What follows belongs to an exercise in optimizing a design on an open flow for small area and a short achievable clock period; a production flow would make more cautious choices.
Only simulation tests tie the RTL to the original design; equivalence was not proved.
Power figures rest on the tool's default switching activity, not on a simulated workload.

// rv_step_core
module rv_step_core (
  input  logic        clk,
  input  logic        rst,
  input  logic        step,
  output logic [5:0]  imem_addr,
  input  logic [31:0] imem_data,
  input  logic        wb_cyc,
  input  logic        wb_stb,
  input  logic [5:0]  wb_adr,
  output logic [31:0] wb_dat,
  output logic        wb_ack
);
For scale: roughly 2200 flip-flops, roughly 82 I/O pins, roughly 110000 um2 of cells after synthesis.
Settings: LEC_CHECK=0, CAP_MARGIN=20, CORE_MARGIN=2, CORE_UTILIZATION=40, SETUP_SLACK_MARGIN=5, SLEW_MARGIN=20, TNS_END_PERCENT=0; clock period 10.0 ns.
standard.sh (not shown) runs the stock make flow with config.mk's settings and CLKGATE_MAP_FILE= SYNTH_SCRIPT=/design/flow/synth_recipe.tcl, a recipe that flattens the netlist after the stock synthesis.
==> flow/flow/run.sh <==
#!/bin/bash
# Layout flow: the standard flow (standard synthesis unchanged) with
#  - the port buffers made from sky130_fd_sc_hd__buf_4 instead of the default
#    choice (a delay buffer), and
#  - timing repair allowed to change a cell's footprint, so that such cells
#    can be replaced.
# Each make run writes its full output to a log here; ORFS's own per-step logs
# are under orfs/logs.
set -euo pipefail
bash standard.sh \
  "BUFFER_PORTS_ARGS=-buffer_cell sky130_fd_sc_hd__buf_4" \
  "MATCH_CELL_FOOTPRINT=0" \
  finish > standard_finish.log 2>&1
Rerun with:
--- a/flow/design.v
+++ b/flow/design.v
@@ -79,16 +79,16 @@
   output logic [4:0]  pidx,
   output logic [4:0]  prd,
   output logic [9:0]  psel,
   output logic        pwr,
   output logic        pld,
   output logic        pst,
   output logic [5:0]  pbr,
-  output logic [3:0]  peq,
-  output logic [3:0]  pltu,
+  output logic [1:0]  peq,
+  output logic [1:0]  pltu,
   output logic        plts
 );
   localparam [6:0] OP_REG    = 7'b0110011;
   localparam [6:0] OP_IMM    = 7'b0010011;
   localparam [6:0] OP_LOAD   = 7'b0000011;
   localparam [6:0] OP_STORE  = 7'b0100011;
   localparam [6:0] OP_BRANCH = 7'b1100011;
@@ -163,19 +163,21 @@
       3'd5:    brk[3] = 1'b1;
       3'd6:    brk[4] = 1'b1;
       3'd7:    brk[5] = 1'b1;
       default: brk = '0;
     endcase
   end
   always_ff @(posedge clk) begin
-    peq  <= heq;
-    pltu <= hltu;
-    plts <= hlts;
+    for (int q = 0; q < 2; q++) begin
+      peq[q]  <= heq[2*q+1] && heq[2*q];
+      pltu[q] <= hltu[2*q+1] || (heq[2*q+1] && hltu[2*q]);
+    end
+    plts <= hlts || (heq[3] && hltu[2]);
     pa   <= rs1_val;
-    pb   <= op_b;
+    pb   <= op_b ^ {32{is_reg && f3 == 3'd0 && inst[30]}};
     pidx <= mem_idx;
     prd  <= rd;
     psel <= sel & {10{!is_load}};
     pwr  <= step && (is_reg || is_imm || is_load) && rd != 5'd0;
     pld  <= is_load;
     pst  <= step && is_store;
     pbr  <= brk & {6{step && is_branch && !rst}};
@@ -183,30 +185,28 @@
 endmodule
 `timescale 1ns/10ps
 module execute_unit (
   input  logic [31:0] a,
   input  logic [31:0] b,
   input  logic [9:0]  sel,
   input  logic [5:0]  br,
-  input  logic [3:0]  geq,
-  input  logic [3:0]  gltu,
+  input  logic [1:0]  geq,
+  input  logic [1:0]  gltu,
   input  logic        glts,
   output logic [31:0] alu_res,
   output logic        taken
 );
   localparam S_ADD = 0, S_SUB = 1, S_SLL = 2, S_SLT = 3, S_SLTU = 4,
              S_XOR = 5, S_SRL = 6, S_SRA = 7, S_OR = 8, S_AND = 9;
   logic        lt, ltu, eq;
   logic [31:0] bx, sum, sll, srl;
-  logic        low_lt;    
-  assign low_lt = gltu[2] || (geq[2] && gltu[1]) || (geq[2] && geq[1] && gltu[0]);
-  assign eq     = &geq;
-  assign ltu    = gltu[3] || (geq[3] && low_lt);
-  assign lt     = glts    || (geq[3] && low_lt);
-  assign bx = b ^ {32{sel[S_SUB]}};
+  assign eq  = geq[1] && geq[0];
+  assign ltu = gltu[1] || (geq[1] && gltu[0]);
+  assign lt  = glts    || (geq[1] && gltu[0]);
+  assign bx = b;
   always_comb begin
     logic [31:0] g, p, gn, pn;
     g = a & bx;
     p = a ^ bx;
     g[0] = g[0] | (p[0] & sel[S_SUB]);
     for (int d = 1; d < 32; d = d * 2) begin
       gn = g;
@@ -308,15 +308,15 @@
   output logic        wb_ack
 );
   logic [31:0] pa, pb;
   logic [4:0]  prd;
   logic [9:0]  psel;
   logic        pwr, pld, pst;
   logic [5:0]  pbr;
-  logic [3:0]  peq, pltu;
+  logic [1:0]  peq, pltu;
   logic        plts;
   logic [4:0]  rs1, rs2;
   logic [31:0] rf_rs1, rf_rs2;
   logic [31:0] rs1_val, rs2_val;
   logic [31:0] alu_res, ld_data, result;
   logic [4:0]  mem_idx;
   logic        taken;
The new run produced a clean layout.
Cell area grows by about 1.1%.
Maximum frequency came out lower by about 0.4%.
Power is higher by 3.0%.
Hold slack is about the same.
Wire length went up by about 2.7%.
Cell count goes up by about 1.4%.
Sequential power stays flat.
Utilization rose by 0.63 points.


v6:
rv_step_core, a different RTL version from the one above (not shown whole).
Size in the first run: roughly 9100 cells after synthesis, roughly 2200 flip-flops, about 82 I/O pins, roughly 120000 sq um of cells after synthesis.
==> module monitor_port, before the edit <==
module monitor_port (
  input  logic        clk,
  input  logic        rst,
  input  logic        wb_cyc,
  input  logic        wb_stb,
  input  logic [5:0]  wb_adr,
  input  logic [31:0] reg_data,
  input  logic [31:0] mem_data,
  input  logic        reg_hit,
  input  logic [31:0] reg_pend,
  input  logic        mem_hit,
  input  logic [31:0] mem_pend,
  output logic [31:0] wb_dat,
  output logic        wb_ack
);
  always_ff @(posedge clk) begin
    if (rst) begin
      wb_ack <= 1'b0;
    end else begin
      wb_ack <= wb_cyc && wb_stb && !wb_ack;
    end
    if (wb_adr[5]) begin
      wb_dat <= mem_hit ? mem_pend : mem_data;
    end else begin
      wb_dat <= reg_hit ? reg_pend : reg_data;
    end
  end
endmodule
Settings: LEC_CHECK=0, CAP_MARGIN=20, CORE_MARGIN=2, CORE_UTILIZATION=40, CTS_CLUSTER_DIAMETER=100, CTS_CLUSTER_SIZE=24, SETUP_SLACK_MARGIN=5, SLEW_MARGIN=20, SYNTH_HIERARCHICAL=1, TNS_END_PERCENT=0; clock period 10.0 ns.
==> flow/flow/run.sh <==
#!/bin/bash
# Layout flow: the standard flow (standard synthesis unchanged) with
#  - the port buffers made from sky130_fd_sc_hd__buf_4 instead of the default
#    choice (a delay buffer),
#  - timing repair allowed to change a cell's footprint, so that such cells
#    can be replaced, and
#  - timing repair aiming further below the clock period (a setup margin of
#    6.5 ns) on the worst path only (TNS_END_PERCENT 0), so that the achieved
#    period keeps improving past 5 ns.
# The constraints (clock period, I/O delays, loads) are the standard flow's, unchanged.
# Each make run writes its full output to a log here; ORFS's own per-step logs
# are under orfs/logs.
set -euo pipefail
bash standard.sh \
  "BUFFER_PORTS_ARGS=-buffer_cell sky130_fd_sc_hd__buf_4" \
  "MATCH_CELL_FOOTPRINT=0" \
  "SETUP_SLACK_MARGIN=6.5" \
  "TNS_END_PERCENT=0" \
  finish > standard_finish.log 2>&1
v6 finished every step from synthesis to the final layout, and the layout passed the timing, DRC and antenna checks.
Edits applied to the flow inputs when going from v6 to v7:
--- a/flow/design.v
+++ b/flow/design.v
@@ -305,24 +305,25 @@
   input  logic [31:0] reg_pend,
   input  logic        mem_hit,
   input  logic [31:0] mem_pend,
   output logic [31:0] wb_dat,
   output logic        wb_ack
 );
+  logic [31:0] raw_q, pend_q;
+  logic        hit_q;
   always_ff @(posedge clk) begin
     if (rst) begin
       wb_ack <= 1'b0;
     end else begin
       wb_ack <= wb_cyc && wb_stb && !wb_ack;
     end
-    if (wb_adr[5]) begin
-      wb_dat <= mem_hit ? mem_pend : mem_data;
-    end else begin
-      wb_dat <= reg_hit ? reg_pend : reg_data;
-    end
+    raw_q  <= wb_adr[5] ? mem_data : reg_data;
+    pend_q <= wb_adr[5] ? mem_pend : reg_pend;
+    hit_q  <= wb_adr[5] ? mem_hit : reg_hit;
   end
+  assign wb_dat = hit_q ? pend_q : raw_q;
 endmodule
 `timescale 1ns/10ps
 module rv_step_core (
   input  logic        clk,
   input  logic        rst,
   input  logic        step,
Taking v6 as the reference, in v7 half-perimeter wire length of the detailed placement result climbed 2300 um, final routed wire length divided by cell count went down by 0.41 um, worst slack at placement went down, switching power has increased. The lower final area came out of v6. v6 reports its start point of the critical path as wb_adr[2] while v7 reports wb_adr[1]. Synthesized cell count grows slightly when moving from v6 to v7. Going from v6 to v7, width of the die now sits higher, signed area change from the synthesized netlist to the final layout roughly the same, die outline area now larger, core utilization was more or less identical, minimum period implied by the final worst setup slack decreased by 0.0061 ns relative to the old numbers. Comparing v7 and v6, number of clock buffers inserted by TritonCTS is lower on v6.

## what the ideal ports hide
The results above use ideal ports. As a check the final layouts listed here were re-extracted and re-timed, cells and wires unchanged. Step 1 (the two cells are an assumption about what drives the block):
set clk [get_ports {clk}]
set_driving_cell -lib_cell sky130_fd_sc_hd__clkbuf_16 $clk
set_driving_cell -lib_cell sky130_fd_sc_hd__buf_2 [delete_from_list [all_inputs] $clk]
Step 2 also shifts input and output timing later by t, the mid clock arrival at the registers, as if the neighbouring blocks saw the same clock. Three values: ideal ports, drivers, drivers and shift; two values: the first two.
| run | shift t [ns] | slack for setup (ns) | worst setup path at the end | latest minus earliest clock arrival (ns) | worst register clock-pin slew, ns |
|---|---|---|---|---|---|
| the first run of note 1 | 0.993 | 4.804 / 4.805 / 3.812 | input to register | 0.072 / 0.072 | 0.07 / 0.07 |
| the second run of note 1 | 1.001 | 4.784 / 4.671 / 3.670 | input to register | 0.037 / 0.036 | 0.07 / 0.07 |
| v6 | 0.934 | 5.188 / 5.126 / 4.192 | input to register | 0.051 / 0.052 | 0.11 / 0.11 |
| v7 | 0.920 | 5.194 / 5.255 / 4.335 | input to register | 0.046 / 0.046 | 0.11 / 0.11 |
After both steps setup and hold are still met in every run listed. For the second run of note 1, which loses most, drivers alone change the setup slack by -0.113 ns; drivers and shift together by -1.114 ns.
